Context: an optimization exercise on an open-source flow, tuned for small area. The choices shown serve that exercise and are no tape-out recipe. Only simulation tests tie the RTL to the original design; equivalence was not proved. Power is estimated from default activity; no workload was simulated.

// param_register_file
module param_register_file
#(
  parameter int N        = 32,
  parameter int DEPTH    = 32,
  parameter int ZERO_REG = 1,
  localparam int AW      = $clog2(DEPTH)
) (
  input  logic          Clk,
  input  logic          R,
  input  logic          En,
  input  logic [AW-1:0] WAddr,
  input  logic [N-1:0]  D,
  input  logic [AW-1:0] RAddrA,
  input  logic [AW-1:0] RAddrB,
  input  logic          ClrReq,
  output logic [N-1:0]  QA,
  output logic [N-1:0]  QB,
  output logic          ClrBusy,
  output logic          ClrDone
);
  localparam int LO = (ZERO_REG != 0) ? 1 : 0;
  logic [N-1:0]  mem_q [DEPTH];
  logic [DEPTH-1:0] valid_q;
  logic [AW-1:0] ra_q, rb_q;
  logic [AW-1:0] sweep_idx;
  logic          sweep_we;
  regfile_clr_seq #(
    .DEPTH (DEPTH),
    .AW    (AW)
  ) u_clr_seq (
    .clk_i      (Clk),
    .r_i        (R),
    .clr_req_i  (ClrReq),
    .index_o    (sweep_idx),
    .sweep_we_o (sweep_we),
    .clr_busy_o (ClrBusy),
    .clr_done_o (ClrDone)
  );
  always_ff @(posedge Clk) begin
    ra_q <= RAddrA;
    rb_q <= RAddrB;
  end
  for (genvar i = 0; i < DEPTH; i++) begin : g_ent
  ...
For scale: roughly 1000 flip-flops, ~120 I/O pins.
==> module param_register_file, before the edit <==
module param_register_file
#(
  parameter int N        = 32,
  parameter int DEPTH    = 32,
  parameter int ZERO_REG = 1,
  localparam int AW      = $clog2(DEPTH)
) (
  input  logic          Clk,
  input  logic          R,
  input  logic          En,
  input  logic [AW-1:0] WAddr,
  input  logic [N-1:0]  D,
  input  logic [AW-1:0] RAddrA,
  input  logic [AW-1:0] RAddrB,
  input  logic          ClrReq,
  output logic [N-1:0]  QA,
  output logic [N-1:0]  QB,
  output logic          ClrBusy,
  output logic          ClrDone
);
  localparam int LO = (ZERO_REG != 0) ? 1 : 0;
  logic [N-1:0]  mem_q [DEPTH];
  logic [DEPTH-1:0] valid_q;
  logic [AW-1:0] ra_q, rb_q;
  logic [AW-1:0] sweep_idx;
  logic          sweep_we;
  regfile_clr_seq #(
    .DEPTH (DEPTH),
    .AW    (AW)
  ) u_clr_seq (
    .clk_i      (Clk),
    .r_i        (R),
    .clr_req_i  (ClrReq),
    .index_o    (sweep_idx),
    .sweep_we_o (sweep_we),
    .clr_busy_o (ClrBusy),
    .clr_done_o (ClrDone)
  );
  always_ff @(posedge Clk) begin
    ra_q <= RAddrA;
    rb_q <= RAddrB;
  end
  for (genvar i = 0; i < DEPTH; i++) begin : g_ent
    if (i < LO) begin : g_zero
      assign mem_q[i]   = '0;
      assign valid_q[i] = 1'b0;
    end else begin : g_reg
      logic we;
      assign we = En && !ClrBusy && (WAddr == AW'(i));
      always_ff @(posedge Clk) begin
        if (we) mem_q[i] <= D;
      end
      always_ff @(posedge Clk) begin
        if (R) valid_q[i] <= 1'b0;
        else if (we) valid_q[i] <= 1'b1;
        else if (sweep_we && (sweep_idx == AW'(i))) valid_q[i] <= 1'b0;
      end
    end
  end
  always_comb begin
    QA = '0;
    QB = '0;
    for (int i = 0; i < DEPTH; i++) begin
      QA = QA | (mem_q[i] & {N{valid_q[i] && (ra_q == AW'(i))}});
      QB = QB | (mem_q[i] & {N{valid_q[i] && (rb_q == AW'(i))}});
    end
  end
endmodule
Settings: LEC_CHECK=0, CAP_MARGIN=20, CORE_MARGIN=2, CORE_UTILIZATION=30, SLEW_MARGIN=20; clock period 6.0 ns.
run.sh (not shown) runs the stock make flow with config.mk's settings and CLKGATE_MAP_FILE= SYNTH_SCRIPT=/design/flow/synth_recipe.tcl, a recipe that flattens the netlist after the stock synthesis.
The starting point finished but failed the layout checks on negative setup slack.
Change:
--- a/flow/design.v
+++ b/flow/design.v
@@ -76,12 +76,14 @@
   output logic          ClrBusy,
   output logic          ClrDone
 );
-  localparam int LO = (ZERO_REG != 0) ? 1 : 0;
+  localparam logic [AW:0] DEPTH_W = (AW + 1)'(DEPTH);
   logic [N-1:0]  mem_q [DEPTH];
-  logic [DEPTH-1:0] valid_q;
-  logic [AW-1:0] ra_q, rb_q;
+  logic [N-1:0]  qa_q, qb_q;
+  logic [N-1:0]  q_d [2];
+  logic [AW-1:0] raddr [2];
   logic [AW-1:0] sweep_idx;
   logic          sweep_we;
+  logic          user_we;
   regfile_clr_seq #(
     .DEPTH (DEPTH),
     .AW    (AW)
@@ -94,33 +96,35 @@
     .clr_busy_o (ClrBusy),
     .clr_done_o (ClrDone)
   );
-  always_ff @(posedge Clk) begin
-    ra_q <= RAddrA;
-    rb_q <= RAddrB;
-  end
-  for (genvar i = 0; i < DEPTH; i++) begin : g_ent
-    if (i < LO) begin : g_zero
-      assign mem_q[i]   = '0;
-      assign valid_q[i] = 1'b0;
-    end else begin : g_reg
-      logic we;
-      assign we = En && !ClrBusy && (WAddr == AW'(i));
-      always_ff @(posedge Clk) begin
-        if (we) mem_q[i] <= D;
+  assign user_we  = En && !ClrBusy && ({1'b0, WAddr} < DEPTH_W) &&
+                    !((ZERO_REG != 0) && (WAddr == '0));
+  assign raddr[0] = RAddrA;
+  assign raddr[1] = RAddrB;
+  always_comb begin
+    for (int p = 0; p < 2; p++) begin
+      q_d[p] = '0;
+      for (int i = 0; i < DEPTH; i++) begin
+        if (raddr[p] == AW'(i)) q_d[p] = mem_q[i];
       end
-      always_ff @(posedge Clk) begin
-        if (R) valid_q[i] <= 1'b0;
-        else if (we) valid_q[i] <= 1'b1;
-        else if (sweep_we && (sweep_idx == AW'(i))) valid_q[i] <= 1'b0;
-      end
+      if (user_we && (WAddr == raddr[p])) q_d[p] = D;
+      if (sweep_we && (sweep_idx == raddr[p])) q_d[p] = '0;
+      if ((ZERO_REG != 0) && (raddr[p] == '0)) q_d[p] = '0;
     end
   end
-  always_comb begin
-    QA = '0;
-    QB = '0;
-    for (int i = 0; i < DEPTH; i++) begin
-      QA = QA | (mem_q[i] & {N{valid_q[i] && (ra_q == AW'(i))}});
-      QB = QB | (mem_q[i] & {N{valid_q[i] && (rb_q == AW'(i))}});
+  always_ff @(posedge Clk) begin
+    if (R) begin
+      for (int i = 0; i < DEPTH; i++) mem_q[i] <= '0;
+      qa_q <= '0;
+      qb_q <= '0;
+    end else begin
+      for (int i = 0; i < DEPTH; i++) begin
+        if (user_we && (WAddr == AW'(i))) mem_q[i] <= D;
+        else if (sweep_we && (sweep_idx == AW'(i))) mem_q[i] <= '0;
+      end
+      qa_q <= q_d[0];
+      qb_q <= q_d[1];
     end
   end
+  assign QA = qa_q;
+  assign QB = qb_q;
 endmodule
Effect: The new run ran to the end with no violations. Synthesized area increases by 11%. Setup slack is better by 0.99 ns. Power climbs by 13%. Routed wire length increases by about 46%. Synthesized cell count is higher by 43%. Global-route usage grows by 12 points. Via count rises by 33%.

-- static timing again, ports no longer ideal --
Ports are ideal in the flow. The routed layouts listed here were re-timed in OpenROAD.
Step 1, drivers: a clkbuf_16 drives Clk and a buf_2 each remaining input, both assumed.
Step 2 also shifts input and output timing later by t, the mid clock arrival at the registers, as if the neighbouring blocks saw the same clock.
Slacks: ideal / step 1 / step 2; pairs: ideal / step 1.
run	t, ns	setup slack, ns	worst setup path at the end
the first run	0.848	-0.034 / -0.114 / 0.734	register to output
the second run	0.917	0.956 / 1.022 / 0.106	input to register
The setup slack of the second run, which loses most, moves by +0.066 ns with the drivers and by -0.850 ns with both steps.
